What follows belongs to an exercise in optimizing a design on an open flow for small area, a short achievable clock period and few clock cycles per item; a production flow would make more cautious choices.
RTL that was checked went through simulation tests only; none was proved equivalent to the original.

Setup of run 1:
==> flow/design.v (excerpt) <==
module macc_control_top (
  input logic clk,
  input logic rst_n,
  input logic mac_begin,
  input logic acc_begin,
  input macc_pkg::len_t conv_len,
  input macc_pkg::filt_t filter_num,
  input macc_pkg::data_t weight_in,
  input macc_pkg::data_t ifmap_in,
  input macc_pkg::data_t external_psum,
  input macc_pkg::acc_t internal_psum,
  output logic mul_enable,
  output logic acc_enable,
  output macc_pkg::len_t cnt_a,
  output macc_pkg::filt_t cnt_b,
  output macc_pkg::acc_t accum_out,
  output logic psum_store,
  output logic mac_finish,
  output logic acc_finish
);
export LEC_CHECK = 0
export CAP_MARGIN = 20
export CORE_MARGIN = 2
export CORE_UTILIZATION = 40
export SLEW_MARGIN = 20
create_clock -name core_clock -period 7.0 [get_ports {clk}]
run.sh (not shown) runs the stock make flow with config.mk's settings and CLKGATE_MAP_FILE= SYNTH_SCRIPT=/design/flow/synth_recipe.tcl, a recipe that flattens the netlist after the stock synthesis.
Run 1: PASS, flow complete, no timing, DRC or antenna violations
Testbench counts of run 1, summed over its fixed seeds: cycles 24,960, items 22,427.
diff inputs: run 1 => run 2
- SETUP_SLACK_MARGIN newly set to 3.0
==> comparison <==
Length of routed wiring on met1 (higher): run 2. Run 2 ends up with a final area that is 0.86% higher than in run 1. Compared with run 1, in run 2 met2 layer usage reported by global route ~0 delta, number of ordinary and repair buffers in the finished layout went up, met3 global-route usage ~0 delta.
Here is what was changed in the inputs of run 3 compared with run 2.
- an added ABC_CLOCK_PERIOD_IN_PS of 3000
- a change of SETUP_SLACK_MARGIN from 3.0 to 3.5
Findings:
- Run 3 finished every stage and its layout cleared the timing, DRC and antenna checks.
- Between run 2 and run 3, the flow reports routed wire length increasing by more than 10%.
- In run 3, count of cells resized by post-cts repair is higher than in run 2.
- Run 3 vs run 2: routing usage on met3 up in run 3
- Taking run 2 as the reference, in run 3 number of antenna violations at the first check in global routing went up; count of hold-fix buffers inserted at cts did not really move; vertical die dimension did not really move.

Another version of the RTL of macc_control_top (not shown whole).
Size in the first run: ~1,400 cells after synthesis, ~150 I/O pins, about 15,000 µm² of cells after synthesis.
Settings: LEC_CHECK=0, CAP_MARGIN=20, CORE_MARGIN=2, CORE_UTILIZATION=60, CTS_CLUSTER_DIAMETER=100, CTS_CLUSTER_SIZE=25, SETUP_SLACK_MARGIN=4.1, SLEW_MARGIN=20, SYNTH_HIERARCHICAL=1, SYNTH_MINIMUM_KEEP_SIZE=0; clock period 7.0 ns.
standard.sh (not shown) runs the stock make flow with config.mk's settings and CLKGATE_MAP_FILE= SYNTH_SCRIPT=/design/flow/synth_recipe.tcl, a recipe that flattens the netlist after the stock synthesis.
==> flow/flow/run.sh <==
#!/bin/bash
# standard layout, with the port buffers made from the smallest plain buffer
set -euo pipefail
export BUFFER_PORTS_ARGS="-buffer_cell sky130_fd_sc_hd__buf_1"
bash standard.sh > standard_flow.log 2>&1
Testbench counts at the start, summed over its fixed seeds: cycles 24,347, items 22,427.
Rerun with:
- CORE_UTILIZATION: 60 -> 70
- PLACE_DENSITY: not set -> 0.75
- SETUP_SLACK_MARGIN: 4.1 -> 4.2
Effect: Critical path depth is lower by 1; setup slack stays flat; via count rose by 3.3%; worst hold slack gains 0.0058 ns; register-to-register slack barely changes; global-route usage went up by 3.6 points; die area shrinks by 14%; final area rises by 3.6%.
Rerun with:
- CORE_UTILIZATION: 70 -> 60
- PLACE_DENSITY: 0.75 -> not set
- SETUP_SLACK_MARGIN: 4.2 -> 4.4
=> The new run completed without violations. Wire length came out higher by 11%. Hold slack loses 0.0068 ns. Cell count increases by 6.4%. Non-clock buffer count rose by 57. Clock-buffer cell count rises by 2. Via count rose by 3.4%. Setup slack got worse by 0.012 ns. Die area came out higher by 16%.
Rerun with:
- CAP_MARGIN: 20 -> 0
- SETUP_SLACK_MARGIN: 4.4 -> 4.2
- SLEW_MARGIN: 20 -> 0
Cell area drops by a little under a tenth.
Die area is unchanged.
Via count drops by a few percent.
Flip-flop and latch count does not change.

## raven
Starting RTL as in the previous note.
Settings: LEC_CHECK=0, CAP_MARGIN=20, CORE_MARGIN=2, CORE_UTILIZATION=60, CTS_CLUSTER_DIAMETER=100, CTS_CLUSTER_SIZE=25, SETUP_SLACK_MARGIN=4.3, SLEW_MARGIN=20, SYNTH_HIERARCHICAL=1, SYNTH_MINIMUM_KEEP_SIZE=0; clock period 7.0 ns.
Scripts as last shown in full above: flow/flow/run.sh
Testbench counts of raven, summed over its fixed seeds: cycles 24,347, items 22,427.
Here is what was changed in the inputs of tundra compared with raven.
- changing SETUP_SLACK_MARGIN from 4.3 to 4.0
### Flow results
Taking raven as the reference, in tundra share of cell area taken by flip-flops and latches increased by 2.2 points relative to the old numbers; count of clock-buffer cells in the layout increased by 2 relative to the old numbers; maximum frequency decreased by 15 MHz relative to the old numbers. Diff raven -> tundra | worst path buffer plus inverter count | decrease of 1. Total non-filler cell area in the finished layout in tundra vs raven: down 8.4%. There was hardly any difference in worst hold slack between tundra and raven. Lower non-clock buffer count was reported by tundra, not raven. Met2 layer usage reported by global route: tundra lower than raven.
diff inputs: tundra => garnet
- ABC_AREA now 1, previously not set
- SETUP_SLACK_MARGIN now 4.2, was 4.0
Results
- garnet: highest attainable clock frequency higher than tundra
- Relative to tundra, critical path depth in cells has increased by 2 in garnet.
- The sequential share of layout area in garnet sits 5.9 points below the value recorded for tundra.
- [compare] base=tundra new=garnet: floorplan die width climbed about 10%, met1 layer usage reported by global route saw an increase, area enclosed by the die boundary saw an increase.
- Summary of garnet over tundra: worst setup slack grew by 0.12 ns, core utilization grew by 1.6 points.
diff inputs: garnet => amber
- ABC_AREA removed (was 1)
- GPL_ROUTABILITY_DRIVEN newly set to 0
Results
amber reports its endpoint of the most critical setup path as u_mac.c_q[15] while garnet reports u_mac.c_q[12].
Minimum setup slack in the final design: garnet vs amber, no meaningful difference
Wire length the detailed router placed on met1: amber vs garnet down 5500 um
When amber is set beside garnet, its tap cell count turns out to be 66 smaller.
For signed area change from the synthesized netlist to the final layout, garnet and amber come out practically identical.
Sort garnet and amber by floorplan die width, ascending, and amber comes first.
amber completed end to end with timing, DRC and antenna clean.

== v48 ==
macc_control_top, a different RTL version from the one above (not shown whole).
For scale: roughly 150 I/O pins, about 14000 um2 of cells after synthesis.
// macc_control_top
module macc_control_top (
  input logic clk,
  input logic rst_n,
  input logic mac_begin,
  input logic acc_begin,
  input macc_pkg::len_t conv_len,
  input macc_pkg::filt_t filter_num,
  input macc_pkg::data_t weight_in,
  input macc_pkg::data_t ifmap_in,
  input macc_pkg::data_t external_psum,
  input macc_pkg::acc_t internal_psum,
  output logic mul_enable,
  output logic acc_enable,
  output macc_pkg::len_t cnt_a,
  output macc_pkg::filt_t cnt_b,
  output macc_pkg::acc_t accum_out,
  output logic psum_store,
  output logic mac_finish,
  output logic acc_finish
);
Settings: LEC_CHECK=0, CAP_MARGIN=20, CORE_MARGIN=2, CORE_UTILIZATION=60, CTS_CLUSTER_DIAMETER=100, CTS_CLUSTER_SIZE=25, SETUP_SLACK_MARGIN=4.0, SLEW_MARGIN=20, SYNTH_HIERARCHICAL=1, SYNTH_MINIMUM_KEEP_SIZE=0; clock period 7.0 ns.
Scripts as last shown in full above: flow/flow/run.sh
v48 finished all stages; the layout is clean.
For v3, these inputs were changed with respect to v48:
-- flow/config.mk --
<<< v48, line 10
export CORE_UTILIZATION = 60
export CTS_CLUSTER_DIAMETER = 100
export CTS_CLUSTER_SIZE = 25
export SETUP_SLACK_MARGIN = 4.0
>>> v3, line 10
export CORE_UTILIZATION = 60
export SETUP_SLACK_MARGIN = 4.0
<<< v48, line 16
export SYNTH_MINIMUM_KEEP_SIZE = 0
>>> v3, line 14
export SYNTH_MINIMUM_KEEP_SIZE = 0
export TNS_END_PERCENT = 10
Notes after the runs:
Maximum fanout count along the critical path was higher in the run labelled v3.
Compared with v48, in v3 cell count decreased by about 0.7% relative to the old numbers, final clock period utilization by the worst path moved up.
For v10, these inputs were changed with respect to v3:
-- flow/config.mk --
<<< v3, line 9
export CORE_MARGIN = 2
export CORE_UTILIZATION = 60
export SETUP_SLACK_MARGIN = 4.0
>>> v10, line 9
export CORE_MARGIN = 2
export CORE_UTILIZATION = 40
export SETUP_SLACK_MARGIN = 4.0
<<< v3, line 14
export SYNTH_MINIMUM_KEEP_SIZE = 0
export TNS_END_PERCENT = 10
>>> v10, line 14
export SYNTH_MINIMUM_KEEP_SIZE = 0
==> comparison <==
Taking v3 as the reference, in v10 worst setup slack rose 0.018 ns, overall via count from detail_route fell 0.58%, delay of the slowest critical-path stage fell 0.03 ns, number of nets in the layout about even.
Going from v3 to v10, count of clock buffers in the final design grew by a little under 10%.
No run of this note included a check of the RTL's function; only the layout flow was run.

Another version of the RTL of macc_control_top (not shown whole).
Size: ~1400 cells after synthesis, roughly 150 I/O pins, ~0.015 sq mm of cells after synthesis.
==> flow/config.mk <==
export PLATFORM = sky130hd
export DESIGN_NAME = macc_control_top
export DESIGN_NICKNAME = macc_control_top
export VERILOG_FILES = /design/flow/design.v
export SDC_FILE = /design/flow/constraint.sdc
export NUM_CORES = 4
export LEC_CHECK = 0
export CAP_MARGIN = 20
export CORE_MARGIN = 2
export CORE_UTILIZATION = 40
export CTS_BUF_LIST = sky130_fd_sc_hd__clkbuf_4
export SETUP_SLACK_MARGIN = 4.3
export SLEW_MARGIN = 20
export SYNTH_HIERARCHICAL = 1
export SYNTH_MINIMUM_KEEP_SIZE = 0
==> flow/constraint.sdc <==
create_clock -name core_clock -period 7.0 [get_ports {clk}]
set_input_delay 1.4000 -clock core_clock [delete_from_list [all_inputs] [get_ports {clk}]]
set_output_delay 1.4000 -clock core_clock [all_outputs]
set_load 0.01 [all_outputs]
Scripts as last shown in full above: flow/flow/run.sh
Testbench counts at the start, summed over its fixed seeds: cycles 24,347, items 22,427.
Next try:
==> flow/run.sh (new file) <==
#!/bin/bash
# synth_recipe.tcl (not shown) runs the flow's synth.tcl, then flattens the netlist and writes it again
# the make line also repeats each setting of config.mk as NAME=value (left out here)
make -C /OpenROAD-flow-scripts/flow DESIGN_CONFIG=/design/flow/config.mk WORK_HOME=/design/flow/orfs CLKGATE_MAP_FILE= SYNTH_SCRIPT=/design/flow/synth_recipe.tcl finish
CTS_BUF_LIST = unset   (was sky130_fd_sc_hd__clkbuf_4)
SETUP_SLACK_MARGIN = 4.0   (was 4.3)
removed: flow/flow/run.sh
removed: flow/standard.sh
After rerunning: Final cell count fell by 5.2%; count of clock-buffer cells in the layout fell by 49; design area is about the same; global-route usage fell by 1.9 points.
Next try:
==> flow/flow/run.sh (new file) <==
#!/bin/bash
# standard layout, with the port buffers made from the smallest plain buffer
set -euo pipefail
export BUFFER_PORTS_ARGS="-buffer_cell sky130_fd_sc_hd__buf_1"
bash standard.sh > standard_flow.log 2>&1
==> flow/standard.sh (new file) <==
#!/bin/bash
# synth_recipe.tcl (not shown) runs the flow's synth.tcl, then flattens the netlist and writes it again
# the make line also repeats each setting of config.mk as NAME=value (left out here)
make -C /OpenROAD-flow-scripts/flow DESIGN_CONFIG=/design/flow/config.mk WORK_HOME=/design/flow/orfs CLKGATE_MAP_FILE= SYNTH_SCRIPT=/design/flow/synth_recipe.tcl "${@:-finish}"
SETUP_SLACK_MARGIN = 4.3   (was 4.0)
removed: flow/run.sh
Outcome: The changed run ran to the end with no violations; clock skew barely changes; routed wire length increases by 10%.
Next try:
SETUP_SLACK_MARGIN = 4.0   (was 4.3)
The changed run completed without violations; critical path depth came out higher by 1; final area came out lower by 6.2%; maximum frequency came out higher by 3.1%; core utilization came out lower by 3.0 points; register-to-register slack improves by 90 ps; worst hold slack degrades by 3.9 ps.

Setup of before:
Another version of the RTL of macc_control_top (not shown whole).
For scale: about 210 flip-flops, about 150 I/O pins.
==> flow/config.mk <==
export PLATFORM = sky130hd
export DESIGN_NAME = macc_control_top
export DESIGN_NICKNAME = macc_control_top
export VERILOG_FILES = /design/flow/design.v
export SDC_FILE = /design/flow/constraint.sdc
export NUM_CORES = 4
export LEC_CHECK = 0
export CAP_MARGIN = 20
export CORE_MARGIN = 2
export CORE_UTILIZATION = 40
export SETUP_SLACK_MARGIN = 4.0
export SLEW_MARGIN = 20
export SYNTH_HIERARCHICAL = 1
export SYNTH_MINIMUM_KEEP_SIZE = 0
==> flow/constraint.sdc <==
create_clock -name core_clock -period 7.0 [get_ports {clk}]
set_input_delay 1.4000 -clock core_clock [delete_from_list [all_inputs] [get_ports {clk}]]
set_output_delay 1.4000 -clock core_clock [all_outputs]
set_load 0.01 [all_outputs]
==> flow/flow/run.sh <==
#!/bin/bash
# standard layout, with the port buffers made from the smallest plain buffer
set -euo pipefail
export BUFFER_PORTS_ARGS="-buffer_cell sky130_fd_sc_hd__buf_1"
bash standard.sh > standard_flow.log 2>&1
Looking at the reports, before completed the entire flow and the layout it produced met the timing, DRC and antenna checks.
Edits applied to the flow inputs when going from before to after:
- SETUP_SLACK_MARGIN changed from 4.0 to 3.8
## What came out
after: done, clean on timing, DRC and antenna
When after is measured against before, its part of the cycle the worst path needs turns out 1.7 points higher.
Sort before and after by wire length of the first global-routing pass, ascending, and before comes first.
The final reports for after and before show area added between synthesis and finish lower in the former.
Routed wire in after totals less than in before.
Maximum fanout along the worst path in after vs before: up 7
Diff before and after: detailed-route via count higher in before
after has layout cell share with drive strength beyond 1 below what before had.
From before to after the numbers moved as follows: worst slack after detailed placement -0.11 ns.
Function was not checked in any run of this note: the RTL went through the layout flow alone.

RTL: one of the versions met above, not the one the previous note started from.
Size in the first run: ~1400 cells after synthesis.
Settings: LEC_CHECK=0, CAP_MARGIN=20, CORE_MARGIN=2, CORE_UTILIZATION=60, CTS_BUF_LIST=sky130_fd_sc_hd__clkbuf_8, CTS_CLUSTER_DIAMETER=60, CTS_CLUSTER_SIZE=16, SETUP_SLACK_MARGIN=4.2, SLEW_MARGIN=20, SYNTH_HIERARCHICAL=1, SYNTH_MINIMUM_KEEP_SIZE=0; clock period 7.0 ns.
Scripts as last shown in full above: flow/flow/run.sh
The starting point finished clean.
Testbench counts at the start, summed over its fixed seeds: cycles 24,347, items 22,427.
Next try:
Settings changed: CTS_BUF_LIST sky130_fd_sc_hd__clkbuf_8 to default, CTS_CLUSTER_DIAMETER 60 to 100, CTS_CLUSTER_SIZE 16 to 25.
What happened:
- core utilization falls by 0.51 points
- cell area falls by 0.80%
- area after synthesis is unchanged

## zinc
macc_control_top, a different RTL version from the one above (not shown whole).
Size in the first run: about 210 flip-flops, ~0.014 mm^2 of cells after synthesis.
export LEC_CHECK = 0
export CAP_MARGIN = 20
export CORE_MARGIN = 2
export CORE_UTILIZATION = 40
export SETUP_SLACK_MARGIN = 3.5
export SLEW_MARGIN = 20
create_clock -name core_clock -period 7.0 [get_ports {clk}]
run.sh (not shown) runs the stock make flow with config.mk's settings and CLKGATE_MAP_FILE= SYNTH_SCRIPT=/design/flow/synth_recipe.tcl, a recipe that flattens the netlist after the stock synthesis.
Stock flow here: none of the scripts above is used.
zinc: no failed stages, no open violations at the end
Testbench counts of zinc, summed over its fixed seeds: cycles 24,347, items 22,427.
Setup changes, zinc to ember
Settings: changing SETUP_SLACK_MARGIN from 3.5 to 4.0.
Findings:
Relative to zinc, fraction of area in registers has decreased by 1.8 points in ember.
Share of the clock period used by the worst path after layout for ember: 1.9 points down relative to zinc
Compared with zinc, in ember cell count along the critical path shrank by 1; vias per cell grew by 2.3%.
The inputs of cedar differ from those of ember as listed below.
Settings: an added CTS_CLUSTER_SIZE of 30; a change of SETUP_SLACK_MARGIN from 4.0 to 3.5; an added CTS_BUF_LIST of sky130_fd_sc_hd__clkbuf_8.
--- outcome ---
cedar vs ember: non-clock buffer count down
Diff ember -> cedar: initial cell density of the core flat; routed wire length on met3 down 35%; peak per-stage delay on the critical path up 0.05 ns.
cedar vs. ember: worst-case hold slack picked up an extra 0.0040 ns, final area now smaller.
Changes in juniper relative to cedar:
Settings: clearing CTS_CLUSTER_SIZE, which used to be 30; swapping sky130_fd_sc_hd__clkbuf_8 for sky130_fd_sc_hd__clkbuf_4 in CTS_BUF_LIST.
## What came out
Diff cedar -> juniper: initial DRC count now smaller, total buffers and inverters traversed by the critical path now larger, setup slack of the critical path after layout now larger. Of juniper and cedar, the lower final area belongs to juniper. Maximum frequency is higher on juniper. Sort juniper and cedar by area added between synthesis and finish asc -> top: juniper. There was hardly any difference in total wire length between cedar and juniper. Source-to-sink clock delay at the later pin of the worst-skew pair up 0.20 ns in juniper wrt cedar.
Relative to juniper, the following input files were edited for willow:
Settings: removing CTS_BUF_LIST (formerly sky130_fd_sc_hd__clkbuf_4).
==> flow/flow/run.sh (new file) <==
#!/bin/bash
# standard layout, with the port buffers made from the smallest plain buffer
set -euo pipefail
export BUFFER_PORTS_ARGS="-buffer_cell sky130_fd_sc_hd__buf_1"
bash standard.sh > standard_flow.log 2>&1
==> flow/standard.sh (new file) <==
#!/bin/bash
# synth_recipe.tcl (not shown) runs the flow's synth.tcl, then flattens the netlist and writes it again
# the make line also repeats each setting of config.mk as NAME=value (left out here)
make -C /OpenROAD-flow-scripts/flow DESIGN_CONFIG=/design/flow/config.mk WORK_HOME=/design/flow/orfs CLKGATE_MAP_FILE= SYNTH_SCRIPT=/design/flow/synth_recipe.tcl "${@:-finish}"
removed: flow/run.sh
==> summary.txt <==
- Run comparison: willow launch point of the critical path u_ops.op_w[9]; juniper launch point of the critical path u_ops.op_use_i
- The worst setup slack of willow was inferior to that of juniper.
- Taking juniper as the reference, in willow area added between synthesis and finish went down by 5.5 points; global-route usage decreased 0.45 points; detailed-route via count shows a reduction of about 1.4%; count of multi-input combinational gates shows no meaningful change.

separate check: timing with driven ports:
The flow's constraints put no driver on any port. The routed layouts listed below were extracted and timed again, unchanged, in two steps.
Step 1 assumes that a clkbuf_16 drives the clock port and a buf_2 every other input.
Step 2, shift: input delay + t, output delay - t, t = (earliest + latest rising clock arrival at the registers) / 2. This alone moves slack from input paths to output paths.
Slacks: ideal / step 1 / step 2; pairs: ideal / step 1.
| run | t, ns | slack for setup (ns) | worst setup path after step 2 | worst register clock-pin slew, ns | worst slew at a driven data input, ns |
|---|---|---|---|---|---|
| run 1 | 0.501 | 2.684 / 2.684 / 2.684 | register to register | 0.08 / 0.08 | 0.06 |
| run 2 | 0.504 | 3.091 / 3.091 / 3.091 | register to register | 0.08 / 0.08 | 0.06 |
| run 3 | 0.506 | 3.374 / 3.374 / 3.374 | register to register | 0.08 / 0.08 | 0.05 |
| the first run of note 2 | 0.530 | 4.227 / 4.227 / 3.802 | input to register | 0.09 / 0.09 | 0.08 |
| the second run of note 2 | 0.522 | 4.229 / 4.229 / 3.944 | input to register | 0.09 / 0.09 | 0.07 |
| the third run of note 2 | 0.538 | 4.217 / 4.217 / 4.083 | input to register | 0.10 / 0.10 | 0.07 |
| the fourth run of note 2 | 0.526 | 4.240 / 4.240 / 3.936 | input to register | 0.10 / 0.10 | 0.09 |
| raven | 0.533 | 4.240 / 4.240 / 3.957 | input to register | 0.10 / 0.10 | 0.09 |
| tundra | 0.531 | 4.120 / 4.120 / 3.798 | input to register | 0.09 / 0.09 | 0.08 |
| garnet | 0.554 | 4.240 / 4.240 / 4.240 | register to register | 0.10 / 0.10 | 0.06 |
| amber | 0.526 | 4.240 / 4.240 / 3.936 | input to register | 0.10 / 0.10 | 0.09 |
| v48 | 0.519 | 4.038 / 4.038 / 3.887 | input to register | 0.10 / 0.10 | 0.05 |
| v3 | 0.580 | 4.020 / 4.020 / 3.857 | input to register | 0.06 / 0.06 | 0.05 |
| v10 | 0.589 | 4.038 / 4.038 / 3.792 | input to register | 0.06 / 0.06 | 0.06 |
| the first run of note 5 | 0.805 | 3.978 / 3.978 / 3.918 | input to register | 0.07 / 0.07 | 0.06 |
| the second run of note 5 | 0.596 | 4.071 / 4.018 / 3.651 | input to register | 0.06 / 0.06 | 0.06 |
| the third run of note 5 | 0.605 | 4.024 / 4.024 / 3.875 | input to register | 0.06 / 0.06 | 0.05 |
| the fourth run of note 5 | 0.594 | 4.114 / 4.114 / 3.805 | input to register | 0.06 / 0.06 | 0.05 |
| before | 0.607 | 4.031 / 4.031 / 3.872 | input to register | 0.06 / 0.06 | 0.06 |
| after | 0.603 | 3.912 / 3.912 / 3.888 | input to register | 0.06 / 0.06 | 0.05 |
| the first run of note 7 | 0.595 | 4.235 / 4.235 / 3.827 | input to register | 0.10 / 0.10 | 0.09 |
| the second run of note 7 | 0.526 | 4.240 / 4.240 / 3.936 | input to register | 0.10 / 0.10 | 0.09 |
| zinc | 0.591 | 3.600 / 3.600 / 3.600 | register to register | 0.06 / 0.06 | 0.07 |
| ember | 0.597 | 3.734 / 3.734 / 3.688 | input to register | 0.06 / 0.06 | 0.06 |
| cedar | 0.601 | 3.598 / 3.598 / 3.598 | register to register | 0.07 / 0.07 | 0.07 |
| juniper | 0.772 | 3.629 / 3.629 / 3.629 | register to register | 0.08 / 0.08 | 0.06 |
| willow | 0.579 | 3.568 / 3.568 / 3.568 | register to register | 0.07 / 0.07 | 0.06 |
After both steps every run listed still meets setup and hold. For the first run of note 2, which loses most, drivers alone change the setup slack by 0.000 ns; drivers and shift together by -0.425 ns.
